This design comes from an exercise in tuning for small area, a short achievable clock period and few clock cycles per item on the open sky130 flow, not from production work. RTL that was checked went through simulation tests only; none was proved equivalent to the original. The RTL of run 1 was laid out without a check of its function. No activity file was given, so power comes from the tool's default toggle rates.

==> flow/design.v <==
`default_nettype none
package fixflo_pkg;
  localparam int DATA_W = 16;
  localparam int FRAC_W = 8;    
  localparam int MAN_W    = 10;
  localparam int EXP_W    = 5;
  localparam int EXP_BIAS = 15;
  localparam int EXP_MAX  = 31;
  localparam logic [DATA_W-1:0] QNAN = 16'h7E00;
  localparam int ADR_W = 3;
  localparam logic [ADR_W-1:0] REG_A      = 3'd0;
  localparam logic [ADR_W-1:0] REG_B      = 3'd1;
  localparam logic [ADR_W-1:0] REG_CTRL   = 3'd2;  
  localparam logic [ADR_W-1:0] REG_RESULT = 3'd3;
  localparam logic [ADR_W-1:0] REG_STATUS = 3'd4;
  localparam int STAT_FLAGS_LSB = 0;
  localparam int STAT_DONE      = 8;
  typedef enum logic [1:0] {
    OP_FIX_ADD = 2'd0,
    OP_FIX_MUL = 2'd1,
    OP_FLT_MUL = 2'd2
  } op_e;   
  typedef struct packed {
    logic overflow;
    logic zero;
    logic nan;
    logic prec_lost;
  } flags_t;
endpackage
`default_nettype wire
`timescale 1ns/1ps
`default_nettype none
module fixflo_top (
  input  logic                          clk,
  input  logic                          reset,
  input  logic                          wb_cyc,
  input  logic                          wb_stb,
  input  logic                          wb_we,
  input  logic [fixflo_pkg::ADR_W-1:0]  wb_adr,
  input  logic [fixflo_pkg::DATA_W-1:0] wb_dat_i,
  output logic [fixflo_pkg::DATA_W-1:0] wb_dat_o,
  output logic                          wb_ack
);
  localparam logic [1:0] OP_ADD = 2'd0;
  localparam logic [1:0] OP_MUL = 2'd1;
  localparam logic [1:0] OP_FLT = 2'd2;
  logic [15:0] reg_a, reg_b;
  logic [15:0] res;         
  logic [3:0]  flags;       
  logic        done;
  logic        busy;        
  logic        fin;         
  logic [1:0]  op;
  logic [2:0]  cnt;         
  logic [15:0] acc;
  logic        sticky;
  logic        c_flt, c_add, c_keep;
  logic [1:0]  d;
  logic req, acc_en, wr, rd_result, ctrl_wr;
  logic [1:0] opc;
  assign req       = wb_cyc & wb_stb;
  assign acc_en    = req & ~wb_ack;
  assign wr        = acc_en & wb_we;
  assign rd_result = acc_en & ~wb_we & (wb_adr == fixflo_pkg::REG_RESULT);
  assign opc       = wb_dat_i[1:0];
  assign ctrl_wr   = wr & (wb_adr == fixflo_pkg::REG_CTRL);
  logic [15:0] x;
  logic [15:0] acc_in;
  logic [17:0] sum;
  assign x      = c_flt ? {6'b000001, reg_a[9:0]} : reg_a;
  assign acc_in = (acc & {16{c_keep}}) | (reg_b & {16{c_add}});
  assign sum    = {2'b00, acc_in} + ({2'b00, x} & {18{d[0]}}) + ({1'b0, x, 1'b0} & {18{d[1]}});
  logic last;
  always_comb
    case (op)
      OP_MUL:  last = (cnt == 3'd7);
      OP_FLT:  last = (cnt == 3'd4);
      default: last = 1'b1;
    endcase
  logic       busy_nx, fin_nx;
  logic [1:0] op_nx;
  logic [2:0] cnt_nx;
  always_comb
  begin
    busy_nx = busy;
    fin_nx  = fin;
    op_nx   = op;
    cnt_nx  = cnt;
    if (reset)
    begin
      busy_nx = 1'b0;
      fin_nx  = 1'b0;
      cnt_nx  = 3'd0;
    end
    else if (ctrl_wr)
    begin
      busy_nx = (opc != 2'd3);
      fin_nx  = 1'b0;
      op_nx   = opc;
      cnt_nx  = (opc == OP_MUL) ? 3'd1 : 3'd0;
    end
    else if (fin)
    begin
      busy_nx = 1'b0;
      fin_nx  = 1'b0;
      cnt_nx  = 3'd0;
    end
    else if (busy)
    begin
      cnt_nx = cnt + 3'd1;
      fin_nx = last;
    end
  end
  logic        sr;
  logic [4:0]  ea, eb;
  logic [9:0]  fa, fb;
  logic        a_zero, b_zero, a_inf, b_inf, a_nan, b_nan;
  logic [5:0]  e_sum;
  logic [5:0]  e_unb;
  logic        c_nan, c_inf, c_zero;
  logic [11:0] pre;           
  assign sr     = reg_a[15] ^ reg_b[15];
  assign ea     = reg_a[14:10];
  assign eb     = reg_b[14:10];
  assign fa     = reg_a[9:0];
  assign fb     = reg_b[9:0];
  assign a_zero = (ea == 5'd0);
  assign b_zero = (eb == 5'd0);
  assign a_inf  = (ea == 5'd31) & (fa == 10'd0);
  assign b_inf  = (eb == 5'd31) & (fb == 10'd0);
  assign a_nan  = (ea == 5'd31) & (fa != 10'd0);
  assign b_nan  = (eb == 5'd31) & (fb != 10'd0);
  assign c_nan  = a_nan | b_nan | (a_inf & b_zero) | (b_inf & a_zero);
  assign c_inf  = a_inf | b_inf;
  assign c_zero = a_zero | b_zero;
  assign e_sum  = {1'b0, ea} + {1'b0, eb};
  assign e_unb  = e_sum - 6'd15;
  logic ovf0, ovf1, uf0, uf1;
  assign ovf0 = (e_sum >= 6'd46);
  assign ovf1 = (e_sum >= 6'd45);
  assign uf0  = (e_sum <  6'd16);
  assign uf1  = (e_sum <  6'd15);
  assign pre = {c_nan,
                ~c_nan & (c_inf | (~c_zero & ovf0)),
                ~c_nan & (c_inf | (~c_zero & ovf1)),
                ~c_nan & ~c_inf & (c_zero | uf0),
                ~c_nan & ~c_inf & (c_zero | uf1),
                ~c_zero & uf0,
                ~c_zero & uf1,
                e_unb[4:0]};
  logic [11:0] s_top;         
  logic        n;
  logic [9:0]  mant;
  logic [4:0]  f_exp;
  logic        f_nan, f_inf, f_zero, f_uf;
  logic [15:0] f_res;
  logic [3:0]  f_flags;
  assign s_top  = acc[11:0] + {1'b1, fa};    
  assign n      = s_top[11];
  assign mant   = n ? s_top[10:1] : s_top[9:0];
  assign f_exp  = n ? res[4:0] + 5'd1 : res[4:0];
  assign f_nan  = res[11];
  assign f_inf  = n ? res[9] : res[10];
  assign f_zero = n ? res[7] : res[8];
  assign f_uf   = n ? res[5] : res[6];
  always_comb
  begin
    if (f_nan)
      f_res = fixflo_pkg::QNAN;
    else if (f_inf)
      f_res = {sr, 5'h1F, 10'h0};
    else if (f_zero)
      f_res = {sr, 15'h0};
    else
      f_res = {sr, f_exp, mant};
  end
  assign f_flags = {f_inf, f_zero, f_nan,
                    f_uf | (~f_nan & ~f_inf & ~f_zero & (sticky | (n & s_top[0])))};
  logic [15:0] res_nx;
  logic [3:0]  flags_nx;      
  always_comb
  begin
    case (op)
      OP_MUL:
      begin
        res_nx   = {acc[7:0], res[7:0]};
        flags_nx = {(|acc[15:8]), (res_nx == 16'h0), 1'b0, sticky};
      end
      OP_FLT:
      begin
        res_nx   = f_res;
        flags_nx = f_flags;
      end
      default:
      begin
        res_nx   = {acc[13:0], res[7:6]};
        flags_nx = {acc[14], (res_nx == 16'h0), 2'b00};
      end
    endcase
  end
  always_ff @(posedge clk)
  begin
    acc    <= sum[17:2];
    busy   <= busy_nx;
    fin    <= fin_nx;
    op     <= op_nx;
    cnt    <= cnt_nx;
    c_flt  <= busy_nx & ~fin_nx & (op_nx == OP_FLT);
    c_add  <= busy_nx & ~fin_nx & (op_nx == OP_ADD);
    c_keep <= busy_nx & ~fin_nx & (cnt_nx != 3'd0);
    d      <= (busy_nx & (op_nx == OP_ADD)) ? 2'b01 : reg_b[2*cnt_nx +: 2];
    if (reset)
    begin
      wb_ack <= 1'b0;
      reg_a  <= '0;
      reg_b  <= '0;
      res    <= '0;
      flags  <= '0;
      done   <= 1'b0;
    end
    else
    begin
      wb_ack <= acc_en;
      if (wr && wb_adr == fixflo_pkg::REG_A) reg_a <= wb_dat_i;
      if (wr && wb_adr == fixflo_pkg::REG_B) reg_b <= wb_dat_i;
      if (rd_result) done <= 1'b0;
      if (fin)
      begin
        res   <= res_nx;
        flags <= flags_nx;
        done  <= 1'b1;
      end
      else if (busy)
      begin
        if ((op == OP_MUL && cnt[2]) || op == OP_ADD)
          res[7:0] <= {sum[1:0], res[7:2]};
        if (op == OP_FLT)
          res[11:0] <= pre;
      end
    end
    if (!busy || (!fin && (op == OP_FLT || !cnt[2])))
      sticky <= (c_keep & sticky) | (|sum[1:0]);
  end
  logic [15:0] status;
  always_comb
  begin
    status      = '0;
    status[8]   = done | fin;
    status[3:0] = fin ? flags_nx : flags;
  end
  always_ff @(posedge clk)
  begin
    case (wb_adr)
      fixflo_pkg::REG_A:      wb_dat_o <= reg_a;
      fixflo_pkg::REG_B:      wb_dat_o <= reg_b;
      fixflo_pkg::REG_RESULT: wb_dat_o <= res;
      fixflo_pkg::REG_STATUS: wb_dat_o <= status;
      default:                wb_dat_o <= '0;
    endcase
  end
endmodule
`default_nettype wire
==> flow/run.sh <==
#!/bin/bash
# synth_recipe.tcl (not shown) runs the flow's synth.tcl, then flattens the netlist and writes it again
# the make line also repeats each setting of config.mk as NAME=value (left out here)
make -C /OpenROAD-flow-scripts/flow DESIGN_CONFIG=/design/flow/config.mk WORK_HOME=/design/flow/orfs CLKGATE_MAP_FILE= SYNTH_SCRIPT=/design/flow/synth_recipe.tcl finish
==> flow/config.mk <==
export PLATFORM = sky130hd
export DESIGN_NAME = fixflo_top
export DESIGN_NICKNAME = fixflo_top
export VERILOG_FILES = /design/flow/design.v
export SDC_FILE = /design/flow/constraint.sdc
export NUM_CORES = 4
export LEC_CHECK = 0
export ABC_AREA = 1
export CAP_MARGIN = 20
export CORE_MARGIN = 2
export CORE_UTILIZATION = 40
export CTS_BUF_LIST = sky130_fd_sc_hd__clkbuf_4 sky130_fd_sc_hd__clkbuf_8
export SETUP_SLACK_MARGIN = 4.5
export SLEW_MARGIN = 20
==> flow/constraint.sdc <==
create_clock -name core_clock -period 7.7 [get_ports {clk}]
set_input_delay 1.5400 -clock core_clock [delete_from_list [all_inputs] [get_ports {clk}]]
set_output_delay 1.5400 -clock core_clock [all_outputs]
set_load 0.01 [all_outputs]
==> results of run 1 <==
[power groups by stage]
stage / clock [mW] / sequential (mW) / combinational (mW)
floorplan: 0 / 0.534 / 0.0709
global route: 0.388 / 0.526 / 0.132
finish: 0.362 / 0.526 / 0.123
detailed placement: 0 / 0.538 / 0.113
CTS: 0.368 / 0.526 / 0.115
global placement: 0 / 0.538 / 0.113
[through the flow]
step | worst slack [ps] | std cells | util (%)
2_1_floorplan | 4600 | 968 | -
3_3_place_gp | 3630 | 1206 | 44.4
3_5_place_dp | 3560 | 1206 | 44.4
4_1_cts | 4500 | 1230 | 46.7
5_1_grt | 4410 | 1242 | 48.5
6_report | 4570 | 1242 | 48.5
[critical path, cell delays in order (launching register included)]
cell	delay [ps]
sky130_fd_sc_hd__dfxtp_4	410
sky130_fd_sc_hd__clkinvlp_4	160
sky130_fd_sc_hd__o21ai_2	150
sky130_fd_sc_hd__inv_1	80
sky130_fd_sc_hd__fa_1	460
sky130_fd_sc_hd__inv_1	70
sky130_fd_sc_hd__ha_2	180
sky130_fd_sc_hd__inv_1	50
sky130_fd_sc_hd__fa_2	380
sky130_fd_sc_hd__nor4_4	340
sky130_fd_sc_hd__nor2_4	80
sky130_fd_sc_hd__o21ai_2	140
sky130_fd_sc_hd__a21oi_1	80
sky130_fd_sc_hd__o21bai_1	200
sky130_fd_sc_hd__a21oi_1	110
sky130_fd_sc_hd__xnor2_1	130
[cells by family after synthesis]
kind of cell	Yosys count
simple gates	320
fa+ha+maj	60
xor+xnor	26
compound gates	267
buf+inv	195
flops	99
mux	1
[metal layers]
metal / global-route usage (%) / part of all wire, %
met3: 4.35 / 7.3
met2: 38.5 / 43
met4: 12.7 / 4.5
met5: 0 / 0
met1: 37.1 / 45
[timing repair]
item / CTS / global route
gates cloned: 1 / 3
buffers inserted: 7 / 9
setup endpoints to repair: 39 / 35
resized for setup: 31 / 57
pin swaps: 6 / 14
[cell type report]
cell class / count / area (sq um)
Timing Repair inverter: 3 / 20.0
Clock buffer: 9 / 124
Fill cell: 1689 / 8540
Timing Repair Buffer: 60 / 592
Multi-Input combinational cell: 674 / 4270
Inverter: 170 / 653
Tap cell: 220 / 275
Sequential cell: 99 / 2010
Clock inverter: 7 / 93.8
[sequential cells by signal, summed over array words and instances (netlist names), 3 cells and up]
register	cells
flags	4
wb_dat_o	16
reg_a	16
reg_b	16
acc	16
cnt	3
res	16
[worst paths after layout]
kind	startpoint	to	slack [ps]
setup reg to reg	c_keep	acc[11]	4570
setup / recovery	c_keep	acc[11]	4570
hold / removal	flags[2]	flags[2]	480
hold reg to reg	flags[2]	flags[2]	480
[cell usage in the layout, fill, tap and decap left out, types with 5 or more instances in the layout]
cell	count
sky130_fd_sc_hd__clkbuf_8	9
sky130_fd_sc_hd__xnor2_1	10
sky130_fd_sc_hd__o21ai_1	13
sky130_fd_sc_hd__nand2_1	169
sky130_fd_sc_hd__dfxtp_1	91
sky130_fd_sc_hd__nand3_1	44
sky130_fd_sc_hd__o21ai_0	80
sky130_fd_sc_hd__nand2_2	7
sky130_fd_sc_hd__ha_1	35
sky130_fd_sc_hd__a21oi_1	84
sky130_fd_sc_hd__o221ai_1	11
sky130_fd_sc_hd__nor2_1	52
sky130_fd_sc_hd__nand4_1	13
sky130_fd_sc_hd__nor3_1	8
sky130_fd_sc_hd__a31oi_1	5
sky130_fd_sc_hd__inv_1	161
sky130_fd_sc_hd__fa_1	17
sky130_fd_sc_hd__o22ai_1	19
sky130_fd_sc_hd__nor2_4	7
sky130_fd_sc_hd__o21ai_2	9
sky130_fd_sc_hd__xor2_1	16
sky130_fd_sc_hd__clkdlybuf4s50_1	37
sky130_fd_sc_hd__buf_4	17
sky130_fd_sc_hd__a21oi_2	9
sky130_fd_sc_hd__a21o_1	5
sky130_fd_sc_hd__clkinvlp_4	6
sky130_fd_sc_hd__o211ai_1	5
==> results.yml, run 1 <==
placed_design:
  hpwl_mm: 17.8
  port-buffer-count: 40
  gpl.final_weighted_congestion: 0.965
  placedInstanceArea_sq_um: 7360
yosys:
  share_of_the_synthesized_area_in_the_top_cell_type_pct: 29.0
  postSynth.asyncResetShare_pct: 0
  yosys_register_bits: 99
  yosys-top-cells-area: "sky130_fd_sc_hd__dfxtp_1 (29%), sky130_fd_sc_hd__nand2_1 (9.6%), sky130_fd_sc_hd__inv_1 (9.3%), sky130_fd_sc_hd__ha_1 (7.8%), sky130_fd_sc_hd__o21ai_0 (7.0%)"
  syn-mean-instance-area_sq_um: 6.99
  post-synth-top-count-cell: "sky130_fd_sc_hd__nand2_1"
  synth-simple-area-share_pct: 20.4
  ys.warnings.count: 1
  yosysUniqueCellTypes: 49
  synth_area_leader: "sky130_fd_sc_hd__dfxtp_1"
  synth-xor-area-share_pct: 3.37
  synthesis.instances: 968
  combinational_family_with_the_most_area_after_synthesis: "compound AO/OA/AOI/OAI gates"
  synthesized_area_sq_um: 6760
  mappedNetlistNets: 1052
  synth_adder_area_share_pct: 13.1
  yosys-top-cells-count: "sky130_fd_sc_hd__nand2_1 (173), sky130_fd_sc_hd__inv_1 (167), sky130_fd_sc_hd__dfxtp_1 (98), sky130_fd_sc_hd__o21ai_0 (94), sky130_fd_sc_hd__a21oi_1 (91)"
  yosys_most_used_dff: "sky130_fd_sc_hd__dfxtp_1"
  synth_area_in_compound_gates_pct: 22.7
  sequential_area_share_after_synthesis_pct: 29.4
  multiplexer_share_of_the_synthesized_area_pct: 0.148
  synth_edf_count: 1
pwr:
  power.clock.fraction_pct: 35.8
  fraction_of_power_consumed_by_sequential_logic_pct: 52.0
  power.share.combinational_pct: 12.2
  vdd_drop_max_mv: 0.0778
  cell_internal_pwr_mw: 0.688
  power.total_mw: 1.01
  powerDensity_nw_per_um2: 126
  leakagePower_nw: 3.47
  switchingPower_mw: 0.323
  p_sw_share_pct: 31.9
clock_network:
  source_to_sink_clock_delay_at_the_later_pin_of_the_worst_skew_pair_ps: 410
  hold_buffers: 0
  cts_inserted_buffers: 9
  cts.path.max_buffers: 2
  root_buffer: "sky130_fd_sc_hd__clkbuf_8"
  clock-sinks: 99
  clk_pin_slew_worst_paths_ps: 120
  htree_num_levels: 3
  tritoncts_clock_tree: "yes"
routing:
  drt_first_iter_violations: 843
  drc: 0
  detailedRoute.firstPassIterationCount: 6
  drt_wl_total_mm: 23.4
  route.antenna.remaining_nets: 0
  drt-vias-per-instance: 5.56
  route.vias.total: 6903
  drt-wirelength-per-cell_microns: 18.9
global_routing:
  first_pass_grt_wire_length_mm: 35.7
  largest_net_degree_at_the_start_of_global_routing: 46
  gr-usage-all-layers_pct: 26.2
  first_global_vias: 6254
  gr-total-overflow: 0
  grt_antenna_before_repair: 0
timing:
  slew_viol_final: 0
  period_needed_ps: 3130
  clock_skew_ps: 14.8
  tightest_slew_ps: 576
  grt_setup_unrepaired: "true"
  timing.fmax_ghz: 0.319
  tns_ps: 0
  fin_crit_sh_pct: 40.7
  finalSetupViolations: 0
  timing.final.hold_violations: 0
  timing.max_slew.rel_slack_pct: 61.6
  hold_ws_ps: 483
worst_setup_path:
  worstSetupEndpointType: "flip-flop"
  timing_worst_setup_path_type: "reg -> reg"
  timing.critical_path.fanout_max: 6
  r2r_cells: 15
  worstPathArrival_ps: 3440
  required_ps: 8000
  worst_setup_path_start_kind: "flip-flop"
finish:
  antenna-diode-count: 0
  design.final.nets: 1101
  area_growth_syn_to_layout_pct: 18.9
  final_cell_area_sq_um: 8040
  post_route_cells_drive_above_1_share_pct: 10.9
floorplanning:
  design.die.area_sq_um: 18000
  ioPinCount: 41
  die-height_microns: 134
  die_width_microns: 134
  core_region_area_sq_um: 16600
  start_util_pct: 40.8
  rows: 47
run:
  max_cap_viols: 0
worst_hold_path:
  min-delay-path-class: "reg -> reg"
  whs_path_depth: 2
status:
  result_of_the_run: "timing/DRC/antenna clean"
==> run 2: changes to the inputs <==
--- a/flow/design.v
+++ b/flow/design.v
@@ -242,21 +242,14 @@
       sticky <= (c_keep & sticky) | (|sum[1:0]);
   end
-  logic [15:0] status;
-  always_comb
-  begin
-    status      = '0;
-    status[8]   = done | fin;
-    status[3:0] = fin ? flags_nx : flags;
-  end
+  logic sel_a, sel_b, sel_res, sel_stat;
   always_ff @(posedge clk)
   begin
-    case (wb_adr)
-      fixflo_pkg::REG_A:      wb_dat_o <= reg_a;
-      fixflo_pkg::REG_B:      wb_dat_o <= reg_b;
-      fixflo_pkg::REG_RESULT: wb_dat_o <= res;
-      fixflo_pkg::REG_STATUS: wb_dat_o <= status;
-      default:                wb_dat_o <= '0;
-    endcase
-  end
+    sel_a    <= (wb_adr == fixflo_pkg::REG_A);
+    sel_b    <= (wb_adr == fixflo_pkg::REG_B);
+    sel_res  <= (wb_adr == fixflo_pkg::REG_RESULT);
+    sel_stat <= (wb_adr == fixflo_pkg::REG_STATUS);
+  end
+  assign wb_dat_o = (reg_a & {16{sel_a}}) | (reg_b & {16{sel_b}}) | (res & {16{sel_res}}) |
+                    ({7'd0, done, 4'd0, flags} & {16{sel_stat}});
 endmodule
 `default_nettype wire
--- a/flow/config.mk
+++ b/flow/config.mk
@@ -6,9 +6,7 @@
 export NUM_CORES = 4
 export LEC_CHECK = 0
-export ABC_AREA = 1
 export CAP_MARGIN = 20
 export CORE_MARGIN = 2
 export CORE_UTILIZATION = 40
-export CTS_BUF_LIST = sky130_fd_sc_hd__clkbuf_4 sky130_fd_sc_hd__clkbuf_8
 export SETUP_SLACK_MARGIN = 4.5
 export SLEW_MARGIN = 20
==> results.yml, run 2 <==
yosys:
  synthesis.instances: 803
  yosys-top-cells-area: "sky130_fd_sc_hd__dfxtp_1 (26%), sky130_fd_sc_hd__ha_1 (7.9%), sky130_fd_sc_hd__mux2i_1 (6.9%), sky130_fd_sc_hd__fa_1 (5.4%), sky130_fd_sc_hd__nor2_1 (4.9%)"
  share_of_the_synthesized_area_in_the_top_cell_type_pct: 25.9
  yosysUniqueCellTypes: 77
  post-synth-top-count-cell: "sky130_fd_sc_hd__nor2_1"
  syn-mean-instance-area_sq_um: 8.29
  synth_edf_count: 1
  postSynth.asyncResetShare_pct: 0
  sequential_area_share_after_synthesis_pct: 26.3
  yosys_most_used_dff: "sky130_fd_sc_hd__dfxtp_1"
  yosys-top-cells-count: "sky130_fd_sc_hd__nor2_1 (87), sky130_fd_sc_hd__dfxtp_1 (86), sky130_fd_sc_hd__nand2_1 (69), sky130_fd_sc_hd__inv_1 (67), sky130_fd_sc_hd__mux2i_1 (46)"
  mappedNetlistNets: 887
  synthesized_area_sq_um: 6660
  ys.warnings.count: 1
  synth_area_leader: "sky130_fd_sc_hd__dfxtp_1"
  yosys_register_bits: 87
floorplanning:
  ioPinCount: 41
  design.die.area_sq_um: 17700
  core_region_area_sq_um: 16400
  start_util_pct: 40.6
  rows: 47
  die-height_microns: 133
  die_width_microns: 133
routing:
  route.vias.total: 6330
  detailedRoute.firstPassIterationCount: 6
  drt_first_iter_violations: 591
  drt-wirelength-per-cell_microns: 20.6
  drc: 0
  route.antenna.remaining_nets: 0
  drt-vias-per-instance: 6.00
  drt_wl_total_mm: 21.8
worst_setup_path:
  rr_endpoint: "res[1]"
  crit_path_start: "sel_a"
  worstPathArrival_ps: 1690
  critical_path_top_delay_cell: "sky130_fd_sc_hd__clkdlybuf4s50_1"
  r2r_cells: 9
  crit_buf_inv: 2
  list_of_cells_traversed_by_the_critical_path: "buf_12, a22oi_1, nand2_1, clkdlybuf4s50_1"
  required_ps: 6160
  timing.critical_path.max_delay_family: "buffers and inverters"
  rrSetupSlack_ps: 4610
  timing.critical_path.fanout_max: 9
  setup.worst_path.end: "wb_dat_o[1]"
  slowest_delay_ps: 490
  worst_setup_path_start_kind: "flip-flop"
  cp_num_cells: 4
  timing_worst_setup_path_type: "reg -> out"
  worstSetupEndpointType: "output port"
  worst_r2r_startpoint: "reg_a[3]"
run:
  max_cap_viols: 0
finish:
  final_cell_area_sq_um: 7780
  design.final.nets: 914
  mostFrequentLayoutCell: "sky130_fd_sc_hd__nor2_1"
  final_cell_mix: "sky130_fd_sc_hd__nor2_1 (85), sky130_fd_sc_hd__nand2_1 (68), sky130_fd_sc_hd__inv_1 (67), sky130_fd_sc_hd__dfxtp_1 (48), sky130_fd_sc_hd__mux2i_1 (45)"
  area_growth_syn_to_layout_pct: 16.9
  post_route_cells_drive_above_1_share_pct: 14.3
  antenna-diode-count: 0
clock_network:
  cts.path.max_buffers: 2
  clock-sinks: 87
  htree_num_levels: 3
  hold_buffers: 0
  cts_inserted_buffers: 9
  clk_pin_slew_worst_paths_ps: 60
  tritoncts_clock_tree: "yes"
  source_to_sink_clock_delay_at_the_later_pin_of_the_worst_skew_pair_ps: 350
  root_buffer: "sky130_fd_sc_hd__clkbuf_16"
placed_design:
  hpwl_mm: 15.7
  port-buffer-count: 40
  post_place_worst_slack_ps: 3110
  gpl.final_weighted_congestion: 0.903
  placedInstanceArea_sq_um: 7210
global_routing:
  largest_net_degree_at_the_start_of_global_routing: 52
  grt_antenna_before_repair: 0
  gr-usage-all-layers_pct: 24.6
  first_pass_grt_wire_length_mm: 33.6
  gr-total-overflow: 0
  first_global_vias: 6029
pwr:
  vdd_drop_max_mv: 0.0868
  leakagePower_nw: 3.50
  powerDensity_nw_per_um2: 130
  power.total_mw: 1.01
status:
  result_of_the_run: "timing/DRC/antenna clean"
timing:
  timing.fmax_ghz: 0.310
  fin_crit_sh_pct: 41.9
  period_needed_ps: 3230
  slew_viol_final: 0
  tightest_slew_ps: 683
  tns_ps: 0
  clock_skew_ps: 9.00
  grt_setup_unrepaired: "true"
  final.setup.worst_slack_ps: 4470
  timing.final.hold_violations: 0
  timing.max_slew.rel_slack_pct: 54.5
  finalSetupViolations: 0
  hold_ws_ps: 480
worst_hold_path:
  whs_path_depth: 2
  min-delay-path-class: "reg -> reg"
## run 2: changes by cell type after synthesis, moves of 11 or more
cell | before | now
sky130_fd_sc_hd__xnor2_1 | 10 | 23
sky130_fd_sc_hd__o22ai_1 | 22 | 6
sky130_fd_sc_hd__a21oi_1 | 91 | 43
sky130_fd_sc_hd__a222oi_1 | 0 | 11
sky130_fd_sc_hd__mux2i_1 | 1 | 46
sky130_fd_sc_hd__a22oi_1 | 1 | 25
sky130_fd_sc_hd__nor2_1 | 60 | 87
sky130_fd_sc_hd__dfxtp_1 | 98 | 86
sky130_fd_sc_hd__o21ai_0 | 94 | 20
sky130_fd_sc_hd__nand3_1 | 46 | 20
sky130_fd_sc_hd__nand2_1 | 173 | 69
sky130_fd_sc_hd__inv_1 | 167 | 67
## run 2: kinds of logic (layout without fill, tap and decap cells)
logic type / Yosys count / count (layout) / synth area share (%)
fa+ha+maj: 60 / 60 / 13.3
compound gates: 198 / 198 / 22.2
xor+xnor: 29 / 29 / 3.81
flops: 87 / 87 / 26.3
mux: 58 / 58 / 9.45
simple gates: 263 / 264 / 18.8
buf+inv: 108 / 139 / 6.18
## run 2: layout make-up
class	count	area (sq um)
fill	1601	8620
tap	220	275
clock buffer	10	229
clock inverter	6	66.3
inverter	68	258
multi-input combinational	609	4620
timing repair buffer	55	518
sequential	87	1820
## run 2: how the worst min path moves through the flow
stage                     startpoint        to  slack, ps
final                       flags[1]  flags[1]        480
after global routing        flags[2]  flags[2]        510
after CTS                   flags[1]  flags[1]        470
after detailed placement    flags[1]  flags[1]        460
after global placement      flags[1]  flags[1]        460
after floorplan             flags[1]  flags[1]        450
## run 2: metal layers
metal | vias up | GRT usage, % | wire [microns]
li1 | 2970 | - | -
met1 | 2995 | 32.6 | 9120
met2 | 287 | 39.5 | 10100
met3 | 78 | 4.83 | 1690
met4 | 0 | 9.50 | 812
met5 | - | 0 | 0
## run 2: where the power goes
part	switching [mW]	leakage, nW	internal, mW
combinational	0.0592	2.63	0.0342
sequential	0.0111	0.728	0.453
clock	0.203	0.144	0.254
## run 2: worst min-delay path, cell delays in order (launching register included)
cell                      delay [ps]
sky130_fd_sc_hd__dfxtp_1         320
sky130_fd_sc_hd__nand2_1          60
sky130_fd_sc_hd__a21oi_1          50
## run 2: through the flow
step                      util (%)  instances
after floorplan                  -        803
after global placement        43.9       1025
after detailed placement      44.0       1026
after CTS                     46.6       1047
after global routing          47.4       1055
final                         47.4       1055
## run 2: timing repair
action,4_1_cts,5_1_grt
gates cloned,0,1
pin swaps,13,12
setup endpoints to repair,63,28
gates resized for setup,72,30
setup buffers,5,7
Testbench counts of run 2, summed over its fixed seeds: cycles 32,316, ops 2,400.
==> run 3: changes to the inputs <==
--- a/flow/config.mk
+++ b/flow/config.mk
@@ -6,7 +6,9 @@
 export NUM_CORES = 4
 export LEC_CHECK = 0
+export ABC_AREA = 1
 export CAP_MARGIN = 20
 export CORE_MARGIN = 2
 export CORE_UTILIZATION = 40
+export CTS_BUF_LIST = sky130_fd_sc_hd__clkbuf_8
 export SETUP_SLACK_MARGIN = 4.5
 export SLEW_MARGIN = 20
==> results.yml, run 3 <==
placed_design:
  hpwl_mm: 17.9
  post_place_worst_slack_ps: 3930
  placedInstanceArea_sq_um: 7410
  gpl.final_weighted_congestion: 0.954
  port-buffer-count: 40
timing:
  finalSetupViolations: 0
  hold_ws_ps: 480
  slew_viol_final: 0
  timing.final.hold_violations: 0
  fin_crit_sh_pct: 41.9
  timing.max_slew.rel_slack_pct: 41.8
  timing.fmax_ghz: 0.310
  clock_skew_ps: 16.6
  tns_ps: 0
  tightest_slew_ps: 872
  final.setup.worst_slack_ps: 4470
  grt_setup_unrepaired: "true"
  period_needed_ps: 3230
routing:
  route.vias.total: 7055
  drt-wirelength-per-cell_microns: 18.1
  drt_first_iter_violations: 845
  drc: 0
  drt_wl_total_mm: 23.5
  route.antenna.remaining_nets: 0
  drt-vias-per-instance: 5.45
  detailedRoute.firstPassIterationCount: 5
yosys:
  synth_edf_count: 1
  sequential_area_share_after_synthesis_pct: 25.4
  share_of_the_synthesized_area_in_the_top_cell_type_pct: 25.0
  yosys-top-cells-count: "sky130_fd_sc_hd__nand2_1 (230), sky130_fd_sc_hd__inv_1 (178), sky130_fd_sc_hd__dfxtp_1 (86), sky130_fd_sc_hd__o21ai_0 (85), sky130_fd_sc_hd__a21oi_1 (81)"
  yosys_register_bits: 87
  syn-mean-instance-area_sq_um: 6.73
  postSynth.asyncResetShare_pct: 0
  yosysUniqueCellTypes: 51
  synthesis.instances: 1023
  synth_area_leader: "sky130_fd_sc_hd__dfxtp_1"
  mappedNetlistNets: 1107
  ys.warnings.count: 1
  yosys-top-cells-area: "sky130_fd_sc_hd__dfxtp_1 (25%), sky130_fd_sc_hd__nand2_1 (13%), sky130_fd_sc_hd__inv_1 (9.7%), sky130_fd_sc_hd__ha_1 (7.6%), sky130_fd_sc_hd__o21ai_0 (6.2%)"
  synthesized_area_sq_um: 6890
  yosys_most_used_dff: "sky130_fd_sc_hd__dfxtp_1"
  post-synth-top-count-cell: "sky130_fd_sc_hd__nand2_1"
floorplanning:
  rows: 47
  start_util_pct: 41.2
  core_region_area_sq_um: 16700
  die_width_microns: 135
  die-height_microns: 135
  design.die.area_sq_um: 18300
  ioPinCount: 41
global_routing:
  gr-total-overflow: 0
  grt_antenna_before_repair: 0
  first_global_vias: 6307
  largest_net_degree_at_the_start_of_global_routing: 51
  first_pass_grt_wire_length_mm: 35.4
  gr-usage-all-layers_pct: 25.5
finish:
  mostFrequentLayoutCell: "sky130_fd_sc_hd__nand2_1"
  area_growth_syn_to_layout_pct: 16.3
  final_cell_mix: "sky130_fd_sc_hd__nand2_1 (225), sky130_fd_sc_hd__inv_1 (173), sky130_fd_sc_hd__a21oi_1 (79), sky130_fd_sc_hd__dfxtp_1 (76), sky130_fd_sc_hd__o21ai_0 (75)"
  final_cell_area_sq_um: 8010
  final_core_utilization_pct: 48.0
  post_route_cells_drive_above_1_share_pct: 12.0
  design.final.nets: 1153
  antenna-diode-count: 0
worst_setup_path:
  rrSetupSlack_ps: 4640
  worst_r2r_startpoint: "c_add"
  rr_endpoint: "acc[8]"
  worstSetupEndpointType: "output port"
  required_ps: 6160
  worstPathArrival_ps: 1690
  timing.critical_path.fanout_max: 11
  crit_path_start: "sel_b"
  r2r_cells: 15
  timing_worst_setup_path_type: "reg -> out"
  worst_setup_path_start_kind: "flip-flop"
  setup.worst_path.end: "wb_dat_o[13]"
status:
  result_of_the_run: "timing/DRC/antenna clean"
clock_network:
  cts_inserted_buffers: 9
  tritoncts_clock_tree: "yes"
  hold_buffers: 0
  root_buffer: "sky130_fd_sc_hd__clkbuf_8"
  clk_pin_slew_worst_paths_ps: 80
  cts.path.max_buffers: 2
  htree_num_levels: 3
  source_to_sink_clock_delay_at_the_later_pin_of_the_worst_skew_pair_ps: 390
  clock-sinks: 87
worst_hold_path:
  hp-start: "flags[0]"
  whs_path_depth: 2
  min-delay-path-class: "reg -> reg"
run:
  max_cap_viols: 0
pwr:
  vdd_drop_max_mv: 0.0880
  powerDensity_nw_per_um2: 121
  leakagePower_nw: 3.75
## run 3: changes by cell type after synthesis, moves of 23 or more
cell                      previous run  this run
sky130_fd_sc_hd__nand3_1            20        51
sky130_fd_sc_hd__a21oi_1            43        81
sky130_fd_sc_hd__a22oi_1            25         2
sky130_fd_sc_hd__o21ai_0            20        85
sky130_fd_sc_hd__mux2i_1            46         0
sky130_fd_sc_hd__nand2_1            69       230
sky130_fd_sc_hd__inv_1              67       178
sky130_fd_sc_hd__nor2_1             87        49
## run 3: cell type report
type / count / area, sq um
clock buffer: 10 / 138
fill: 1777 / 8690
timing repair buffer: 68 / 583
multi-input combinational: 719 / 4450
clock inverter: 6 / 92.6
tap: 220 / 275
sequential: 87 / 1770
inverter: 184 / 706
## run 3: how the worst min path moves through the flow
stage                           to  slack [ps]
after CTS                 flags[0]         480
after floorplan           flags[0]         430
after global routing      flags[0]         510
after global placement    flags[0]         480
after detailed placement  flags[0]         460
final                     flags[0]         480
## run 3: report_power, final
part           internal [mW]  switching [mW]
registers              0.456         0.00901
clock network          0.193           0.182
logic                 0.0420          0.0904
## run 3: logic make-up after synthesis
family / count (synthesis) / share of synthesized area [%]
fa+ha+maj: 60 / 12.9
simple gates: 392 / 25.9
flops: 87 / 25.4
buf+inv: 217 / 12.3
compound gates: 240 / 20.1
xor+xnor: 27 / 3.43
## run 3: per-stage QoR
stage / power, mW / std cells
detailed placement: 0.595 / 1251
CTS: 0.964 / 1275
global route: 1.01 / 1294
global placement: 0.596 / 1251
finish: 0.972 / 1294
floorplan: 0.546 / 1023
## run 3: metal layers
metal	wire length (microns)	vias up	track usage, %
met5	0	-	0
met4	550	0	6.66
met3	1760	33	5.31
met2	10500	283	39.7
met1	10700	3277	36.0
li1	-	3462	-
## run 3: worst max-delay path, stage by stage (launching register included)
cell and delay [ps]:
sky130_fd_sc_hd__dfxtp_4 380, sky130_fd_sc_hd__clkinvlp_4 150, sky130_fd_sc_hd__buf_4 180, sky130_fd_sc_hd__buf_12 140, sky130_fd_sc_hd__o221ai_1 170, sky130_fd_sc_hd__dlygate4sd2_1 300
## run 3: what timing repair did
| item | in CTS | in global routing |
|---|---|---|
| pin swaps | 0 | 8 |
| setup buffers | 8 | 19 |
| endpoints found under the setup margin | 26 | 55 |
| gates resized for setup | 31 | 74 |
==> run 4: changes to the inputs <==
--- a/flow/config.mk
+++ b/flow/config.mk
@@ -6,5 +6,4 @@
 export NUM_CORES = 4
 export LEC_CHECK = 0
-export ABC_AREA = 1
 export CAP_MARGIN = 20
 export CORE_MARGIN = 2
==> results.yml, run 4 <==
worst_setup_path:
  slowest_delay_ps: 400
  list_of_cells_traversed_by_the_critical_path: "buf_4, a222oi_1, inv_1, dlygate4sd2_1"
  worst_setup_path_start_kind: "flip-flop"
  crit_buf_inv: 3
  worstPathArrival_ps: 1700
  required_ps: 6160
  worstSetupEndpointType: "output port"
  timing.critical_path.fanout_max: 11
  critical_path_top_delay_cell: "sky130_fd_sc_hd__dfxtp_4"
  timing_worst_setup_path_type: "reg -> out"
  timing.critical_path.max_delay_family: "buffers and inverters"
yosys:
  postSynth.asyncResetShare_pct: 0
  sequential_area_share_after_synthesis_pct: 26.3
  yosys-top-cells-count: "sky130_fd_sc_hd__nor2_1 (87), sky130_fd_sc_hd__dfxtp_1 (86), sky130_fd_sc_hd__nand2_1 (69), sky130_fd_sc_hd__inv_1 (67), sky130_fd_sc_hd__mux2i_1 (46)"
  synthesized_area_sq_um: 6660
  yosysUniqueCellTypes: 77
  synth_edf_count: 1
  synth_area_leader: "sky130_fd_sc_hd__dfxtp_1"
  yosys_most_used_dff: "sky130_fd_sc_hd__dfxtp_1"
  yosys-top-cells-area: "sky130_fd_sc_hd__dfxtp_1 (26%), sky130_fd_sc_hd__ha_1 (7.9%), sky130_fd_sc_hd__mux2i_1 (6.9%), sky130_fd_sc_hd__fa_1 (5.4%), sky130_fd_sc_hd__nor2_1 (4.9%)"
  yosys_register_bits: 87
  syn-mean-instance-area_sq_um: 8.29
  synthesis.instances: 803
  mappedNetlistNets: 887
  post-synth-top-count-cell: "sky130_fd_sc_hd__nor2_1"
  ys.warnings.count: 1
  share_of_the_synthesized_area_in_the_top_cell_type_pct: 25.9
placed_design:
  post_place_worst_slack_ps: 3110
  gpl.final_weighted_congestion: 0.903
  port-buffer-count: 40
  hpwl_mm: 15.7
  placedInstanceArea_sq_um: 7210
timing:
  final.setup.worst_slack_ps: 4460
  tns_ps: 0
  finalSetupViolations: 0
  timing.fmax_ghz: 0.309
  timing.final.hold_violations: 0
  clock_skew_ps: 11.9
  slew_viol_final: 0
  tightest_slew_ps: 712
  timing.max_slew.rel_slack_pct: 52.5
  period_needed_ps: 3240
  grt_setup_unrepaired: "true"
  fin_crit_sh_pct: 42.1
finish:
  mostFrequentLayoutCell: "sky130_fd_sc_hd__nor2_1"
  final_cell_mix: "sky130_fd_sc_hd__nor2_1 (85), sky130_fd_sc_hd__nand2_1 (68), sky130_fd_sc_hd__inv_1 (68), sky130_fd_sc_hd__mux2i_1 (46), sky130_fd_sc_hd__dfxtp_1 (44)"
  post_route_cells_drive_above_1_share_pct: 15.5
  area_growth_syn_to_layout_pct: 16.0
  design.final.nets: 920
  final_cell_area_sq_um: 7730
  antenna-diode-count: 0
status:
  result_of_the_run: "timing/DRC/antenna clean"
global_routing:
  grt_antenna_before_repair: 0
  first_global_vias: 6046
  gr-total-overflow: 0
  first_pass_grt_wire_length_mm: 33.7
  largest_net_degree_at_the_start_of_global_routing: 52
  gr-usage-all-layers_pct: 24.6
routing:
  route.vias.total: 6347
  route.antenna.remaining_nets: 0
  drt-wirelength-per-cell_microns: 20.4
  drc: 0
  drt_wl_total_mm: 21.6
  detailedRoute.firstPassIterationCount: 6
  drt-vias-per-instance: 5.98
  drt_first_iter_violations: 647
floorplanning:
  rows: 47
  die-height_microns: 133
  ioPinCount: 41
  die_width_microns: 133
  core_region_area_sq_um: 16400
  start_util_pct: 40.6
  design.die.area_sq_um: 17700
worst_hold_path:
  min-delay-path-class: "reg -> reg"
clock_network:
  clk_pin_slew_worst_paths_ps: 90
  htree_num_levels: 3
  source_to_sink_clock_delay_at_the_later_pin_of_the_worst_skew_pair_ps: 390
  tritoncts_clock_tree: "yes"
  root_buffer: "sky130_fd_sc_hd__clkbuf_8"
  cts.path.max_buffers: 2
  cts_inserted_buffers: 9
  clock-sinks: 87
  hold_buffers: 0
pwr:
  vdd_drop_max_mv: 0.0766
  powerDensity_nw_per_um2: 117
  leakagePower_nw: 3.51
run:
  max_cap_viols: 0
## run 4: kinds of logic after synthesis
| logic type | count (synthesis) | share of synthesized area [%] |
|---|---|---|
| buffers and inverters | 108 | 6.18 |
| muxes | 58 | 9.45 |
| adders and majority gates | 60 | 13.3 |
| DFF | 87 | 26.3 |
| AOI/OAI and AO/OA | 198 | 22.2 |
| xor gates and xnor gates | 29 | 3.81 |
| and+or+nand+nor | 263 | 18.8 |
## run 4: power by group
| part | leakage (nW) | switching (mW) | internal, mW |
|---|---|---|---|
| sequential | 0.730 | 0.0103 | 0.453 |
| combinational | 2.68 | 0.0609 | 0.0359 |
| clock | 0.102 | 0.191 | 0.151 |
## run 4: area by class of cell
class,instances,area (sq um)
fill,1611,8680
multi-input combinational,608,4600
timing repair buffer,62,572
clock buffer,9,124
tap,220,275
clock inverter,7,70.1
sequential,87,1830
inverter,68,258
## run 4: worst reg2reg max path, stage by stage, from the launching register on
cell	delay, ps
sky130_fd_sc_hd__dfxtp_4	450
sky130_fd_sc_hd__nor2b_1	340
sky130_fd_sc_hd__nand2_1	140
sky130_fd_sc_hd__fa_1	540
sky130_fd_sc_hd__inv_1	50
sky130_fd_sc_hd__ha_1	260
sky130_fd_sc_hd__or3_1	430
sky130_fd_sc_hd__a211oi_2	290
sky130_fd_sc_hd__o31ai_1	150
sky130_fd_sc_hd__a21oi_1	180
sky130_fd_sc_hd__xnor2_1	130
## run 4: worst paths after layout
kind                               start          end  slack (ps)  cells after the start
worst min register to register  flags[1]     flags[1]         480                      2
worst max-delay path               sel_a  wb_dat_o[9]        4460                      4
worst min-delay path            flags[1]     flags[1]         480                      2
worst max register to register      d[0]      acc[14]        4690                     10
## run 4: timing repair
item / CTS / global route
setup endpoints to repair: 63 / 29
pin swaps: 13 / 13
resized for setup: 80 / 34
buffers inserted: 9 / 10
## run 4: per-stage QoR
stage,hold WS (ps),cells,total power [mW],utilization (%)
2_1_floorplan,445,803,0.529,-
3_3_place_gp,460,1025,0.564,43.9
3_5_place_dp,461,1026,0.564,44.0
4_1_cts,477,1051,0.898,46.3
5_1_grt,526,1061,0.932,47.1
6_report,483,1061,0.902,47.1
## run 4: per-layer routing
layer  part of all wire, %  vias up  global-route usage (%)
li1                      -     2981                       -
met1                    43     3041                    32.4
met2                    47      264                    39.9
met3                   7.4       61                    4.60
met4                   3.4        0                    9.50
met5                     0        -                       0
==> run 5: changes to the inputs <==
==> flow/flow/run.sh (new file) <==
#!/bin/bash
set -euo pipefail
work=$(pwd)
{
  echo "include $work/config.mk"
  echo "export BUFFER_PORTS_ARGS = -buffer_cell sky130_fd_sc_hd__buf_2"
} > "$work/own_config.mk"
sed "s#DESIGN_CONFIG=[^ ]*#DESIGN_CONFIG=$work/own_config.mk#" standard.sh > own_standard.sh
bash own_standard.sh > "$work/own_flow.log" 2>&1
==> flow/standard.sh (new file) <==
#!/bin/bash
# synth_recipe.tcl (not shown) runs the flow's synth.tcl, then flattens the netlist and writes it again
# the make line also repeats each setting of config.mk as NAME=value (left out here)
make -C /OpenROAD-flow-scripts/flow DESIGN_CONFIG=/design/flow/config.mk WORK_HOME=/design/flow/orfs CLKGATE_MAP_FILE= SYNTH_SCRIPT=/design/flow/synth_recipe.tcl "${@:-finish}"
--- a/flow/config.mk
+++ b/flow/config.mk
@@ -9,5 +9,4 @@
 export CORE_MARGIN = 2
 export CORE_UTILIZATION = 40
-export CTS_BUF_LIST = sky130_fd_sc_hd__clkbuf_8
-export SETUP_SLACK_MARGIN = 4.5
+export SETUP_SLACK_MARGIN = 5
 export SLEW_MARGIN = 20
removed: flow/run.sh
==> results.yml, run 5 <==
timing:
  fin_crit_sh_pct: 39.6
  grt_setup_unrepaired: "true"
  finalSetupViolations: 0
  slew_viol_final: 0
  tightest_slew_ps: 631
  timing.final.hold_violations: 0
  timing.max_slew.rel_slack_pct: 57.9
  hold_ws_ps: 489
  clock_skew_ps: 6.87
  final.setup.worst_slack_ps: 4650
  tns_ps: 0
  timing.fmax_ghz: 0.328
  period_needed_ps: 3050
worst_hold_path:
  min-delay-path-class: "reg -> reg"
  whs_endpoint: "flags[2]"
  whs_path_depth: 1
  hp-start: "flags[2]"
yosys:
  yosysUniqueCellTypes: 77
  yosys-top-cells-area: "sky130_fd_sc_hd__dfxtp_1 (26%), sky130_fd_sc_hd__ha_1 (7.9%), sky130_fd_sc_hd__mux2i_1 (6.9%), sky130_fd_sc_hd__fa_1 (5.4%), sky130_fd_sc_hd__nor2_1 (4.9%)"
  mappedNetlistNets: 887
  synth_edf_count: 1
  synthesized_area_sq_um: 6660
  yosys_most_used_dff: "sky130_fd_sc_hd__dfxtp_1"
  ys.warnings.count: 1
  yosys-top-cells-count: "sky130_fd_sc_hd__nor2_1 (87), sky130_fd_sc_hd__dfxtp_1 (86), sky130_fd_sc_hd__nand2_1 (69), sky130_fd_sc_hd__inv_1 (67), sky130_fd_sc_hd__mux2i_1 (46)"
  syn-mean-instance-area_sq_um: 8.29
  synthesis.instances: 803
  yosys_register_bits: 87
  post-synth-top-count-cell: "sky130_fd_sc_hd__nor2_1"
  sequential_area_share_after_synthesis_pct: 26.3
  share_of_the_synthesized_area_in_the_top_cell_type_pct: 25.9
  synth_area_leader: "sky130_fd_sc_hd__dfxtp_1"
  postSynth.asyncResetShare_pct: 0
routing:
  drt-vias-per-instance: 5.94
  drt-wirelength-per-cell_microns: 21.1
  detailedRoute.firstPassIterationCount: 9
  route.antenna.remaining_nets: 0
  drt_wl_total_mm: 23.5
  drc: 0
  route.vias.total: 6621
  drt_first_iter_violations: 623
pwr:
  power.clock.fraction_pct: 45.5
  leakagePower_nw: 3.80
  power.share.combinational_pct: 10.5
  power.total_mw: 1.05
  powerDensity_nw_per_um2: 119
  cell_internal_pwr_mw: 0.765
  p_sw_share_pct: 26.8
  switchingPower_mw: 0.281
  vdd_drop_max_mv: 0.100
  fraction_of_power_consumed_by_sequential_logic_pct: 44.0
floorplanning:
  core_region_area_sq_um: 16400
  die-height_microns: 133
  start_util_pct: 40.6
  ioPinCount: 41
  die_width_microns: 133
  design.die.area_sq_um: 17700
  rows: 47
worst_setup_path:
  required_ps: 6160
  timing.critical_path.fanout_max: 6
  rr_endpoint: "acc[12]"
  slowest_delay_ps: 400
  critical_path_top_delay_cell: "sky130_fd_sc_hd__a222oi_1"
  worstPathArrival_ps: 1510
  list_of_cells_traversed_by_the_critical_path: "buf_6, a222oi_1, inv_1, buf_2"
  timing_worst_setup_path_type: "reg -> out"
  r2r_cells: 12
  worstSetupEndpointType: "output port"
  worst_setup_path_start_kind: "flip-flop"
  worst_r2r_startpoint: "reg_a[1]"
  rrSetupSlack_ps: 4910
global_routing:
  largest_net_degree_at_the_start_of_global_routing: 30
  gr-total-overflow: 0
  grt_util_met2_pct: 43.5
  groute.layer.met1.usage_pct: 33.8
  gr-usage-all-layers_pct: 26.2
  groute.layer.met3.usage_pct: 3.91
  top_usage_layer: "met2"
  first_global_vias: 6340
  grt_antenna_before_repair: 0
  first_pass_grt_wire_length_mm: 35.5
finish:
  design.final.nets: 973
  fillCellCount: 1499
  antenna-diode-count: 0
  area_growth_syn_to_layout_pct: 31.7
  post_route_cells_drive_above_1_share_pct: 33.1
  final_core_utilization_pct: 53.5
  final_cell_mix: "sky130_fd_sc_hd__nor2_1 (82), sky130_fd_sc_hd__nand2_1 (64), sky130_fd_sc_hd__inv_1 (64), sky130_fd_sc_hd__buf_4 (64)"
  seq_area_sq_um: 1860
  multi_input_area_sq_um: 5170
  mostFrequentLayoutCell: "sky130_fd_sc_hd__nor2_1"
clock_network:
  htree_num_levels: 3
  clk_pin_slew_worst_paths_ps: 70
  root_buffer: "sky130_fd_sc_hd__clkbuf_16"
  cts.path.max_buffers: 2
  clock-sinks: 87
  cts_inserted_buffers: 9
  source_to_sink_clock_delay_at_the_later_pin_of_the_worst_skew_pair_ps: 350
  tritoncts_clock_tree: "yes"
placed_design:
  post_place_worst_slack_ps: 3130
  gpl.final_weighted_congestion: 0.884
  hpwl_mm: 15.7
  port-buffer-count: 40
run:
  max_cap_viols: 0
status:
  result_of_the_run: "timing/DRC/antenna clean"
run 5: cell counts after synthesis:
No cell type changed its count.
run 5: worst max path at each step:
stage	from	to	slack (ps)	cells past startpoint
2_1_floorplan	wb_cyc	d[1]	4400	9
3_3_place_gp	reset	d[1]	3160	8
3_5_place_dp	reset	d[1]	3130	8
4_1_cts	sel_a	wb_dat_o[7]	4700	4
5_1_grt	sel_a	wb_dat_o[5]	4590	4
6_report	sel_a	wb_dat_o[5]	4650	4
run 5: critical path, delay by kind of cell (launching register included):
family,cells,cell delay (ps)
flip-flops,1,390
AO/OA/AOI/OAI,1,400
buffers and inverters,3,360
run 5: cell type report:
cell class	count	area share [%]
multi-input cells	608	59.0
flip-flops and latches	87	21.2
repair buffers	115	10.1
well taps	220	3.14
inverters	68	2.97
clock buffers	11	2.90
clock inverters	5	0.713
run 5: through the flow:
stage          instances  area, sq um
2_1_floorplan        803         6790
3_5_place_dp        1025         7070
5_1_grt             1114         8770
3_3_place_gp        1025         7070
6_report            1114         8770
4_1_cts             1089         8270
run 5: cell families after synthesis:
kind of cell               share of synthesized area, %
muxes                                              9.45
AOI/OAI and AO/OA                                  22.2
and+or+nand+nor                                    18.8
DFF                                                26.3
adders and majority gates                          13.3
buffers and inverters                              6.18
xor gates and xnor gates                           3.81
run 5: repair_timing:
item                       in CTS  in global routing
setup endpoints to repair      87                 40
pin swaps                      43                 41
hold endpoints to repair        0                  0
cloned                          1                  0
hold buffers                    0                  0
buffers inserted               47                 25
resized for setup             121                 67
run 5: power groups by stage:
stage | logic [mW] | clock network (mW) | registers [mW]
after CTS | 0.0976 | 0.477 | 0.461
after floorplan | 0.0596 | 0 | 0.470
after global placement | 0.0812 | 0 | 0.477
after detailed placement | 0.0810 | 0 | 0.477
after global routing | 0.119 | 0.498 | 0.460
final | 0.110 | 0.476 | 0.460
run 5: metal layers:
metal  vias to the layer above  wire length (microns)
met4                         0                    901
li1                       3098                      -
met5                         -                      0
met1                      3189                   9690
met2                       267                  11300
met3                        67                   1600
==> run 6: changes to the inputs <==
--- a/flow/config.mk
+++ b/flow/config.mk
@@ -9,4 +9,4 @@
 export CORE_MARGIN = 2
 export CORE_UTILIZATION = 40
-export SETUP_SLACK_MARGIN = 5
+export SETUP_SLACK_MARGIN = 4.8
 export SLEW_MARGIN = 20
==> results.yml, run 6 <==
global_routing:
  gr-total-overflow: 0
  gr-usage-all-layers_pct: 25.4
  first_pass_grt_wire_length_mm: 34.4
  grt_antenna_before_repair: 0
  largest_net_degree_at_the_start_of_global_routing: 29
  first_global_vias: 6077
placed_design:
  port-buffer-count: 40
  numPlacedInstances: 1026
  gpl.final_weighted_congestion: 0.852
  placedInstanceArea_sq_um: 7040
  post_place_worst_slack_ps: 3550
  hpwl_mm: 15.6
pwr:
  power.total_mw: 1.02
  leakagePower_nw: 3.64
  powerDensity_nw_per_um2: 125
  vdd_drop_max_mv: 0.0844
yosys:
  share_of_the_synthesized_area_in_the_top_cell_type_pct: 25.9
  mappedNetlistNets: 887
  ys.warnings.count: 1
  synth_area_leader: "sky130_fd_sc_hd__dfxtp_1"
  yosysUniqueCellTypes: 77
  yosys_most_used_dff: "sky130_fd_sc_hd__dfxtp_1"
  synthesis.instances: 803
  post-synth-top-count-cell: "sky130_fd_sc_hd__nor2_1"
  yosys_register_bits: 87
  yosys-top-cells-count: "sky130_fd_sc_hd__nor2_1 (87), sky130_fd_sc_hd__dfxtp_1 (86), sky130_fd_sc_hd__nand2_1 (69), sky130_fd_sc_hd__inv_1 (67), sky130_fd_sc_hd__mux2i_1 (46)"
  yosys-top-cells-area: "sky130_fd_sc_hd__dfxtp_1 (26%), sky130_fd_sc_hd__ha_1 (7.9%), sky130_fd_sc_hd__mux2i_1 (6.9%), sky130_fd_sc_hd__fa_1 (5.4%), sky130_fd_sc_hd__nor2_1 (4.9%)"
  synth_edf_count: 1
  syn-mean-instance-area_sq_um: 8.29
  synthesized_area_sq_um: 6660
  postSynth.asyncResetShare_pct: 0
  sequential_area_share_after_synthesis_pct: 26.3
routing:
  drt-vias-per-instance: 6.03
  detailedRoute.firstPassIterationCount: 9
  drt_first_iter_violations: 635
  route.antenna.remaining_nets: 0
  drt_wl_total_mm: 22.6
  drc: 0
  route.vias.total: 6574
  drt-wirelength-per-cell_microns: 20.8
run:
  max_cap_viols: 0
timing:
  hold_ws_ps: 485
  period_needed_ps: 3060
  tightest_slew_ps: 710
  timing.max_slew.rel_slack_pct: 52.7
  grt_setup_unrepaired: "true"
  timing.final.hold_violations: 0
  timing.fmax_ghz: 0.327
  finalSetupViolations: 0
  slew_viol_final: 0
  final.setup.worst_slack_ps: 4640
  clock_skew_ps: 8.51
  tns_ps: 0
  fin_crit_sh_pct: 39.7
floorplanning:
  ioPinCount: 41
  die-height_microns: 133
  start_util_pct: 40.6
  die_width_microns: 133
  rows: 47
  design.die.area_sq_um: 17700
  core_region_area_sq_um: 16400
clock_network:
  source_to_sink_clock_delay_at_the_later_pin_of_the_worst_skew_pair_ps: 360
  htree_num_levels: 3
  cts.path.max_buffers: 2
  clk_pin_slew_worst_paths_ps: 60
  tritoncts_clock_tree: "yes"
  clock-sinks: 87
  root_buffer: "sky130_fd_sc_hd__clkbuf_16"
  cts_inserted_buffers: 9
worst_setup_path:
  worstSetupEndpointType: "output port"
  required_ps: 6160
  worstPathArrival_ps: 1520
  worst_setup_path_start_kind: "flip-flop"
  timing_worst_setup_path_type: "reg -> out"
  timing.critical_path.fanout_max: 5
status:
  result_of_the_run: "timing/DRC/antenna clean"
worst_hold_path:
  min-delay-path-class: "reg -> reg"
finish:
  design.final.nets: 949
  mostFrequentLayoutCell: "sky130_fd_sc_hd__nor2_1"
  post_route_cells_drive_above_1_share_pct: 25.5
  seq_area_sq_um: 1840
  final_cell_mix: "sky130_fd_sc_hd__nor2_1 (85), sky130_fd_sc_hd__nand2_1 (67), sky130_fd_sc_hd__inv_1 (65), sky130_fd_sc_hd__dfxtp_1 (53), sky130_fd_sc_hd__mux2i_1 (45)"
  antenna-diode-count: 0
  area_growth_syn_to_layout_pct: 23.3
  finish.cell_count_without_fillers: 1090
  fillCellCount: 1563
  final_core_utilization_pct: 50.0
  multi_input_area_sq_um: 4850
  final_cell_area_sq_um: 8210
-- run 6: area by class of cell --
cell class	instances	share of cell area (%)
clock buffer	10	2.79
tap	220	3.35
timing repair buffer	90	8.52
clock inverter	6	0.808
inverter	68	3.17
sequential	87	22.4
multi-input combinational	609	59.0
-- run 6: worst paths after layout --
path              depth (start not counted)  slack [ps]  startpoint           end
setup / recovery                          3        4640       sel_a  wb_dat_o[10]
hold / removal                            2         490    flags[1]      flags[1]
setup reg to reg                         14        4870       c_add       acc[11]
hold reg to reg                           2         490    flags[1]      flags[1]
-- run 6: where the power goes --
part	internal [mW]	total [mW]	switching (mW)
Sequential	0.450	0.461	0.0106
Clock	0.254	0.457	0.204
Combinational	0.0390	0.105	0.0660
Total	0.743	1.02	0.280
-- run 6: cell families (layout without fill, tap and decap cells) --
| logic type | after synthesis | count (layout) | share of synthesized area (%) |
|---|---|---|---|
| AO/OA/AOI/OAI | 198 | 198 | 22.2 |
| XOR/XNOR | 29 | 29 | 3.81 |
| adder cells (fa/ha/maj) | 60 | 60 | 13.3 |
| buffers and inverters | 108 | 174 | 6.18 |
| flip-flops | 87 | 87 | 26.3 |
| multiplexers | 58 | 58 | 9.45 |
| AND/OR/NAND/NOR | 263 | 264 | 18.8 |
-- run 6: repair_timing --
item                       CTS  global route
buffers inserted            28            17
hold endpoints to repair     0             0
gates resized for setup     70            60
setup endpoints to repair   66            49
hold buffers                 0             0
gates cloned                 2             1
pin swaps                   28            28
-- run 6: metal layers --
| layer | vias to the layer above | global-route usage, % | routed length [microns] |
|---|---|---|---|
| met2 | 304 | 41.5 | 10700 |
| met5 | - | 0 | 0 |
| met1 | 3173 | 32.7 | 9330 |
| li1 | 3033 | - | - |
| met4 | 0 | 10.8 | 823 |
| met3 | 64 | 5.25 | 1820 |
-- run 6: critical path, stage by stage, from the launching register on --
cell	delay (ps)
sky130_fd_sc_hd__dfxtp_4	380
sky130_fd_sc_hd__a222oi_1	540
sky130_fd_sc_hd__inv_1	90
sky130_fd_sc_hd__buf_2	160
==> run 7: changes to the inputs <==
--- a/flow/config.mk
+++ b/flow/config.mk
@@ -9,4 +9,4 @@
 export CORE_MARGIN = 2
 export CORE_UTILIZATION = 40
-export SETUP_SLACK_MARGIN = 4.8
+export SETUP_SLACK_MARGIN = 4.5
 export SLEW_MARGIN = 20
==> results.yml, run 7 <==
floorplanning:
  core_region_area_sq_um: 16400
  die_width_microns: 133
  ioPinCount: 41
  design.die.area_sq_um: 17700
  rows: 47
  start_util_pct: 40.6
  die-height_microns: 133
global_routing:
  gr-usage-all-layers_pct: 24.3
  gr-total-overflow: 0
  grt_antenna_before_repair: 0
  first_global_vias: 5938
  first_pass_grt_wire_length_mm: 33.3
  largest_net_degree_at_the_start_of_global_routing: 52
yosys:
  synthesis.instances: 803
  post-synth-top-count-cell: "sky130_fd_sc_hd__nor2_1"
  mappedNetlistNets: 887
  yosys-top-cells-count: "sky130_fd_sc_hd__nor2_1 (87), sky130_fd_sc_hd__dfxtp_1 (86), sky130_fd_sc_hd__nand2_1 (69), sky130_fd_sc_hd__inv_1 (67), sky130_fd_sc_hd__mux2i_1 (46)"
  synth_edf_count: 1
  synth_area_leader: "sky130_fd_sc_hd__dfxtp_1"
  synthesized_area_sq_um: 6660
  sequential_area_share_after_synthesis_pct: 26.3
  yosysUniqueCellTypes: 77
  yosys_register_bits: 87
  yosys-top-cells-area: "sky130_fd_sc_hd__dfxtp_1 (26%), sky130_fd_sc_hd__ha_1 (7.9%), sky130_fd_sc_hd__mux2i_1 (6.9%), sky130_fd_sc_hd__fa_1 (5.4%), sky130_fd_sc_hd__nor2_1 (4.9%)"
  yosys_most_used_dff: "sky130_fd_sc_hd__dfxtp_1"
  syn-mean-instance-area_sq_um: 8.29
  ys.warnings.count: 1
  postSynth.asyncResetShare_pct: 0
  share_of_the_synthesized_area_in_the_top_cell_type_pct: 25.9
routing:
  route.antenna.remaining_nets: 0
  wl_met1_mm: 9.06
  drt_wl_total_mm: 21.3
  drt-vias-per-instance: 6.01
  detailedRoute.firstPassIterationCount: 7
  drt-wirelength-per-cell_microns: 20.2
  wl_met3_mm: 1.48
  drc: 0
  route.vias.total: 6306
  top_layer_used: "met4"
  met2RoutedLength_mm: 10.0
  drt_first_iter_violations: 628
placed_design:
  placedInstanceArea_sq_um: 7020
  hpwl_mm: 15.6
  gpl.final_weighted_congestion: 0.910
  port-buffer-count: 40
pwr:
  power.total_mw: 1.04
  power.share.combinational_pct: 8.5
  leakagePower_nw: 3.39
  cell_internal_pwr_mw: 0.768
  p_sw_share_pct: 26.2
  power.clock.fraction_pct: 46.8
  vdd_drop_max_mv: 0.0854
  powerDensity_nw_per_um2: 139
  switchingPower_mw: 0.272
  fraction_of_power_consumed_by_sequential_logic_pct: 44.7
worst_setup_path:
  required_ps: 6160
  worstSetupEndpointType: "output port"
  crit_buf_inv: 2
  cp_num_cells: 3
  critical_path_top_delay_cell: "sky130_fd_sc_hd__a222oi_1"
  slowest_delay_ps: 610
  timing.critical_path.fanout_max: 7
  timing.critical_path.max_delay_family: "compound AO/OA/AOI/OAI gates"
  list_of_cells_traversed_by_the_critical_path: "a222oi_1, inv_1, buf_2"
  worst_setup_path_start_kind: "flip-flop"
  r2r_cells: 11
  worstPathArrival_ps: 1640
  timing_worst_setup_path_type: "reg -> out"
clock_network:
  htree_num_levels: 3
  root_buffer: "sky130_fd_sc_hd__clkbuf_16"
  cts.path.max_buffers: 2
  cts_inserted_buffers: 9
  clk_pin_slew_worst_paths_ps: 70
  tritoncts_clock_tree: "yes"
  clock-sinks: 87
  source_to_sink_clock_delay_at_the_later_pin_of_the_worst_skew_pair_ps: 360
worst_hold_path:
  whs_path_depth: 1
  min-delay-path-class: "reg -> reg"
status:
  result_of_the_run: "timing/DRC/antenna clean"
timing:
  timing.fmax_ghz: 0.315
  grt_setup_unrepaired: "true"
  timing.final.hold_violations: 0
  period_needed_ps: 3180
  fin_crit_sh_pct: 41.3
  tightest_slew_ps: 999
  tns_ps: 0
  timing.max_slew.rel_slack_pct: 33.2
  slew_viol_final: 0
  clock_skew_ps: 4.94
  finalSetupViolations: 0
finish:
  design.final.nets: 910
  mostFrequentLayoutCell: "sky130_fd_sc_hd__nor2_1"
  final_cell_area_sq_um: 7510
  antenna-diode-count: 0
  final_cell_mix: "sky130_fd_sc_hd__nor2_1 (86), sky130_fd_sc_hd__dfxtp_1 (72), sky130_fd_sc_hd__nand2_1 (69), sky130_fd_sc_hd__inv_1 (67), sky130_fd_sc_hd__mux2i_1 (46)"
  area_growth_syn_to_layout_pct: 12.8
  post_route_cells_drive_above_1_share_pct: 14.3
run:
  max_cap_viols: 0
## run 7: cell count changes in the layout (fill, tap and decap cells not counted), sizes merged, moves of 2 or more
cell    delta
clkinv     -2
clkbuf     -2
buf       -35
bufbuf     -2
## run 7: metrics by stage
stage / setup WS [ps] / hold WS, ps / std cells / util, %
floorplan: 4390 / 445 / 803 / -
finish: 4520 / 483 / 1050 / 45.8
CTS: 4500 / 482 / 1045 / 45.3
global route: 4490 / 516 / 1050 / 45.8
detailed placement: 3580 / 468 / 1027 / 42.8
global placement: 3580 / 462 / 1027 / 42.8
## run 7: cells by family after synthesis
kind of cell	count (synthesis)	share of synthesized area, %
AO/OA/AOI/OAI	198	22.2
XOR/XNOR	29	3.81
adder cells (fa/ha/maj)	60	13.3
buffers and inverters	108	6.18
flip-flops	87	26.3
multiplexers	58	9.45
AND/OR/NAND/NOR	263	18.8
## run 7: worst paths after layout
check / startpoint / to / slack [ps]
min: flags[2] / flags[2] / 480
min reg2reg: flags[2] / flags[2] / 480
max reg2reg: reg_b[3] / acc[15] / 4620
max: reg_a[10] / wb_dat_o[10] / 4520
## run 7: power groups by stage
stage          Sequential [mW]  Clock, mW  Combinational (mW)
2_1_floorplan            0.470          0              0.0591
3_3_place_gp             0.477          0              0.0829
3_5_place_dp             0.477          0              0.0826
4_1_cts                  0.465      0.489              0.0842
5_1_grt                  0.466      0.508              0.0974
6_report                 0.465      0.486              0.0883
## run 7: layout make-up
class	count	area (sq um)
Inverter	68	258
Timing Repair Buffer	52	303
Tap cell	220	275
Clock inverter	6	92.6
Sequential cell	87	1780
Clock buffer	9	225
Multi-Input combinational cell	608	4570
Fill cell	1607	8900
## run 7: metal layers
layer | GRT usage (%) | vias up
li1 | - | 2959
met1 | 32.0 | 3029
met2 | 39.6 | 265
met3 | 3.98 | 53
met4 | 10.1 | 0
met5 | 0 | -
## run 7: repair_timing
item	4_1_cts	5_1_grt
endpoints found under the hold margin	0	0
buffers inserted	3	5
hold buffers	0	0
endpoints found under the setup margin	15	10
gates resized for setup	29	8
pin swaps	3	8

==> separate check: timing with driven ports <==
The results above use ideal ports. As a check the final layouts listed here were re-extracted and re-timed, cells and wires unchanged. Step 1 sets driving cells, clkbuf_16 on the clock port and buf_2 on the other inputs (assumed; they add their load-dependent delay and slew). Step 2 adds t to the input delays and takes it off the output delays; t is the mean of the earliest and latest rising clock arrival at the registers after step 1. Input paths then give back, and output paths get back, about the clock's delay inside the block. Three values: ideal ports, drivers, drivers and shift; two values: the first two.
run | shift t [ns] | setup WS [ns] | latest minus earliest clock arrival (ns) | slew at the worst register clock pin (ns) | cell pins on the clock port's net
run 1 | 0.431 | 4.567 / 4.567 / 4.176 | 0.015 / 0.015 | 0.12 / 0.12 | 1
run 2 | 0.390 | 4.473 / 4.432 / 4.232 | 0.009 / 0.010 | 0.07 / 0.07 | 1
run 3 | 0.418 | 4.470 / 4.430 / 4.191 | 0.018 / 0.018 | 0.10 / 0.10 | 1
run 4 | 0.417 | 4.461 / 4.424 / 4.163 | 0.012 / 0.012 | 0.10 / 0.10 | 1
run 5 | 0.394 | 4.653 / 4.611 / 4.307 | 0.007 / 0.007 | 0.07 / 0.07 | 1
run 6 | 0.395 | 4.640 / 4.600 / 4.298 | 0.009 / 0.009 | 0.07 / 0.07 | 1
run 7 | 0.400 | 4.522 / 4.478 / 4.205 | 0.006 / 0.005 | 0.07 / 0.07 | 1
After both steps setup and hold are still met in every run listed. For run 1, which loses most, drivers alone change the setup slack by 0.000 ns; drivers and shift together by -0.391 ns.
